What follows belongs to an exercise in optimizing a design on an open flow for small area; a production flow would make more cautious choices. The RTL was checked by simulation tests, not by an equivalence proof against the original design. Power is estimated from default activity; no workload was simulated.

## fjord
==> flow/design.v (excerpt) <==
module normalized_iir_section_filter #(
   parameter int COEF_BITS      = nisf_pkg::COEF_BITS_DEF,
   parameter int COEF_FRAC_BITS = nisf_pkg::COEF_FRAC_BITS_DEF
) (
   input  wire logic                      clock,
   input  wire logic                      reset,
   input  wire logic                      req_valid,
   output logic                           req_stall,
   input  wire logic [16:0]                         req_data,    
   output logic                           rsp_valid,
   input  wire logic                      rsp_stall,
   output logic [17:0]                              rsp_data,    
   input  wire logic                      csr_we,
   input  wire logic [nisf_pkg::CSR_INDEX_BITS-1:0] csr_index,
   input  wire logic [COEF_BITS-1:0]      csr_wdata
);
Size: about 1300 cells after synthesis, ~300 flip-flops, about 69 I/O pins.
Settings: LEC_CHECK=0, CAP_MARGIN=20, CORE_MARGIN=2, CORE_UTILIZATION=60, CTS_CLUSTER_DIAMETER=80, CTS_CLUSTER_SIZE=25, SLEW_MARGIN=20; clock period 9.0 ns.
standard.sh (not shown) runs the stock make flow with config.mk's settings and CLKGATE_MAP_FILE= SYNTH_SCRIPT=/design/flow/synth_recipe.tcl, a recipe that flattens the netlist after the stock synthesis.
==> flow/flow/run.sh <==
#!/bin/bash
# Own layout flow: the standard flow (standard synthesis, floorplan, placement, CTS,
# routing) unchanged, except that the port buffers the placement step inserts on every
# input and output are sky130_fd_sc_hd__buf_1 cells instead of the resizer's default pick.
set -euo pipefail
export BUFFER_PORTS_ARGS="-buffer_cell sky130_fd_sc_hd__buf_1"
bash standard.sh > standard_flow.log 2>&1
Input-level comparison between cedar and fjord:
# fjord
export LEC_CHECK = 0
export CAP_MARGIN = 20
export CORE_MARGIN = 2
export CORE_UTILIZATION = 60
export CTS_CLUSTER_DIAMETER = 80
export CTS_CLUSTER_SIZE = 25
export SLEW_MARGIN = 20
create_clock -name core_clock -period 9.0 [get_ports {clock}]
# cedar
export LEC_CHECK = 0
export CAP_MARGIN = 20
export CORE_MARGIN = 2
export CORE_UTILIZATION = 40
export SLEW_MARGIN = 20
create_clock -name core_clock -period 9.0 [get_ports {clock}]
Findings:
Status | fjord and cedar | clean. Looking at sequential cell area share across fjord and cedar, the one that comes out lower is cedar. NOTE maximum VDD drop fjord->cedar decreased by more than a quarter. Looking at utilization after layout, cedar sits 20 points lower than fjord does. cedar vs. fjord: register share of total power has decreased, total CTS buffers rose 18. Between fjord and cedar, the worst path setup slack after routing is lower for fjord. Cmp cedar vs fjord: total power higher in cedar. Taking fjord as the reference point, the wire length of cedar rises by about 6.5%. Between cedar and fjord, the via count figures differ only marginally. Summary of cedar over fjord: well-tap cell count up 55%; design area increased by about 4.7% relative to the old numbers.
### cedar -> xenon
# cedar
export LEC_CHECK = 0
export CAP_MARGIN = 20
export CORE_MARGIN = 2
export CORE_UTILIZATION = 40
export SLEW_MARGIN = 20
create_clock -name core_clock -period 9.0 [get_ports {clock}]
# xenon
export LEC_CHECK = 0
export CAP_MARGIN = 20
export CORE_MARGIN = 2
export CORE_UTILIZATION = 70
export CTS_BUF_LIST = sky130_fd_sc_hd__clkbuf_8
export CTS_CLUSTER_DIAMETER = 60
export CTS_CLUSTER_SIZE = 16
export SLEW_MARGIN = 20
create_clock -name core_clock -period 9.0 [get_ports {clock}]
==> flow/flow/run.sh <==
#!/bin/bash
# Own layout flow: the standard flow (standard synthesis, floorplan, placement, CTS,
# routing) unchanged, except that
#  * the port buffers the placement step inserts on every input and output are
#    sky130_fd_sc_hd__buf_1 cells instead of the resizer's default pick, and
#  * clock tree synthesis uses the same clustering as config.mk but inserts no dummy loads.
set -euo pipefail
export BUFFER_PORTS_ARGS="-buffer_cell sky130_fd_sc_hd__buf_1"
export CTS_ARGS="-sink_clustering_enable -repair_clock_nets -sink_clustering_size 16 -sink_clustering_max_diameter 60 -dont_use_dummy_load -buf_list sky130_fd_sc_hd__clkbuf_8"
bash standard.sh > standard_flow.log 2>&1
==> comparison <==
Compared with cedar, xenon shows a lower delay of the slowest critical-path stage. After detailed routing, cedar needs more wire than xenon. Compared with cedar, routed wirelength normalized by instance count in xenon increased by a little under 10%. Taking cedar as the reference, in xenon CTS buffer count lost about 30%, part of the power in the clock network moved down, worst setup slack has decreased, placed cell area now sits lower, switching part of the total power now sits higher. Final cell count ends up higher on cedar.
Changes in indigo relative to xenon:
# xenon
export LEC_CHECK = 0
export CAP_MARGIN = 20
export CORE_MARGIN = 2
export CORE_UTILIZATION = 70
export CTS_BUF_LIST = sky130_fd_sc_hd__clkbuf_8
export CTS_CLUSTER_DIAMETER = 60
export CTS_CLUSTER_SIZE = 16
export SLEW_MARGIN = 20
create_clock -name core_clock -period 9.0 [get_ports {clock}]
# indigo
export LEC_CHECK = 0
export CAP_MARGIN = 20
export CORE_MARGIN = 2
export CORE_UTILIZATION = 40
export SLEW_MARGIN = 20
create_clock -name core_clock -period 9.0 [get_ports {clock}]
==> flow/run.sh (new file) <==
#!/bin/bash
# synth_recipe.tcl (not shown) runs the flow's synth.tcl, then flattens the netlist and writes it again
# the make line also repeats each setting of config.mk as NAME=value (left out here)
make -C /OpenROAD-flow-scripts/flow DESIGN_CONFIG=/design/flow/config.mk WORK_HOME=/design/flow/orfs CLKGATE_MAP_FILE= SYNTH_SCRIPT=/design/flow/synth_recipe.tcl finish
removed: flow/flow/run.sh
removed: flow/standard.sh
--- outcome ---
The final critical-path required period of indigo is lower than that of xenon. CTS buffer count: indigo and xenon compared, lower one is xenon. Max number of signal-net buffers in the layout across indigo and xenon: indigo. Lower routed wire length goes to xenon over indigo. Re first-pass GRT wire length: xenon was lower than indigo. First-iteration DRC count, indigo and xenon, lower one = indigo.
Edits applied to the flow inputs when going from indigo to nickel:
# indigo
export LEC_CHECK = 0
export CAP_MARGIN = 20
export CORE_MARGIN = 2
export CORE_UTILIZATION = 40
export SLEW_MARGIN = 20
create_clock -name core_clock -period 9.0 [get_ports {clock}]
# nickel
export LEC_CHECK = 0
export CAP_MARGIN = 0
export CORE_MARGIN = 2
export CORE_UTILIZATION = 70
export CTS_CLUSTER_DIAMETER = 80
export CTS_CLUSTER_SIZE = 25
export SLEW_MARGIN = 0
create_clock -name core_clock -period 9.0 [get_ports {clock}]
==> flow/flow/run.sh (new file) <==
#!/bin/bash
# Own layout flow: the standard flow (standard synthesis, floorplan, placement, CTS,
# routing) unchanged, except that
#  * the port buffers the placement step inserts on every input and output are
#    sky130_fd_sc_hd__buf_1 cells instead of the resizer's default pick, and
#  * clock tree synthesis uses the same clustering as config.mk but inserts no dummy loads.
set -euo pipefail
export BUFFER_PORTS_ARGS="-buffer_cell sky130_fd_sc_hd__buf_1"
export CTS_ARGS="-sink_clustering_enable -repair_clock_nets -sink_clustering_size 25 -sink_clustering_max_diameter 80 -dont_use_dummy_load"
bash standard.sh > standard_flow.log 2>&1
==> flow/standard.sh (new file) <==
#!/bin/bash
# synth_recipe.tcl (not shown) runs the flow's synth.tcl, then flattens the netlist and writes it again
# the make line also repeats each setting of config.mk as NAME=value (left out here)
make -C /OpenROAD-flow-scripts/flow DESIGN_CONFIG=/design/flow/config.mk WORK_HOME=/design/flow/orfs CLKGATE_MAP_FILE= SYNTH_SCRIPT=/design/flow/synth_recipe.tcl "${@:-finish}"
removed: flow/run.sh
## What came out
Routed wire in nickel totals less than in indigo. Measured against indigo, the final cell area excluding filler cells of nickel comes out at 0.921 times the reference value. As of nickel, cell count had fallen by more than 10% compared to indigo.

static timing again, ports no longer ideal:
Ports are ideal in the flow. The routed layouts listed here were re-timed in OpenROAD.
Step 1, drivers: a clkbuf_16 drives clock and a buf_2 each remaining input, both assumed.
Step 2, shift: input delay + t, output delay - t, t = (earliest + latest rising clock arrival at the registers) / 2. This alone moves slack from input paths to output paths.
Three values: no drivers, after step 1, after step 2; two values: the first two.
run | t (ns) | slack for setup (ns) | hold WS [ns]
fjord | 0.564 | 0.446 / 0.446 / 0.446 | 0.454 / 0.454 / 0.454
cedar | 0.584 | 0.573 / 0.573 / 0.573 | 0.452 / 0.452 / 0.452
xenon | 0.585 | 0.448 / 0.448 / 0.448 | 0.454 / 0.454 / 0.454
indigo | 0.575 | 0.582 / 0.582 / 0.582 | 0.438 / 0.438 / 0.438
nickel | 0.545 | 0.409 / 0.409 / 0.409 | 0.423 / 0.423 / 0.423
After both steps every run listed still meets setup and hold.
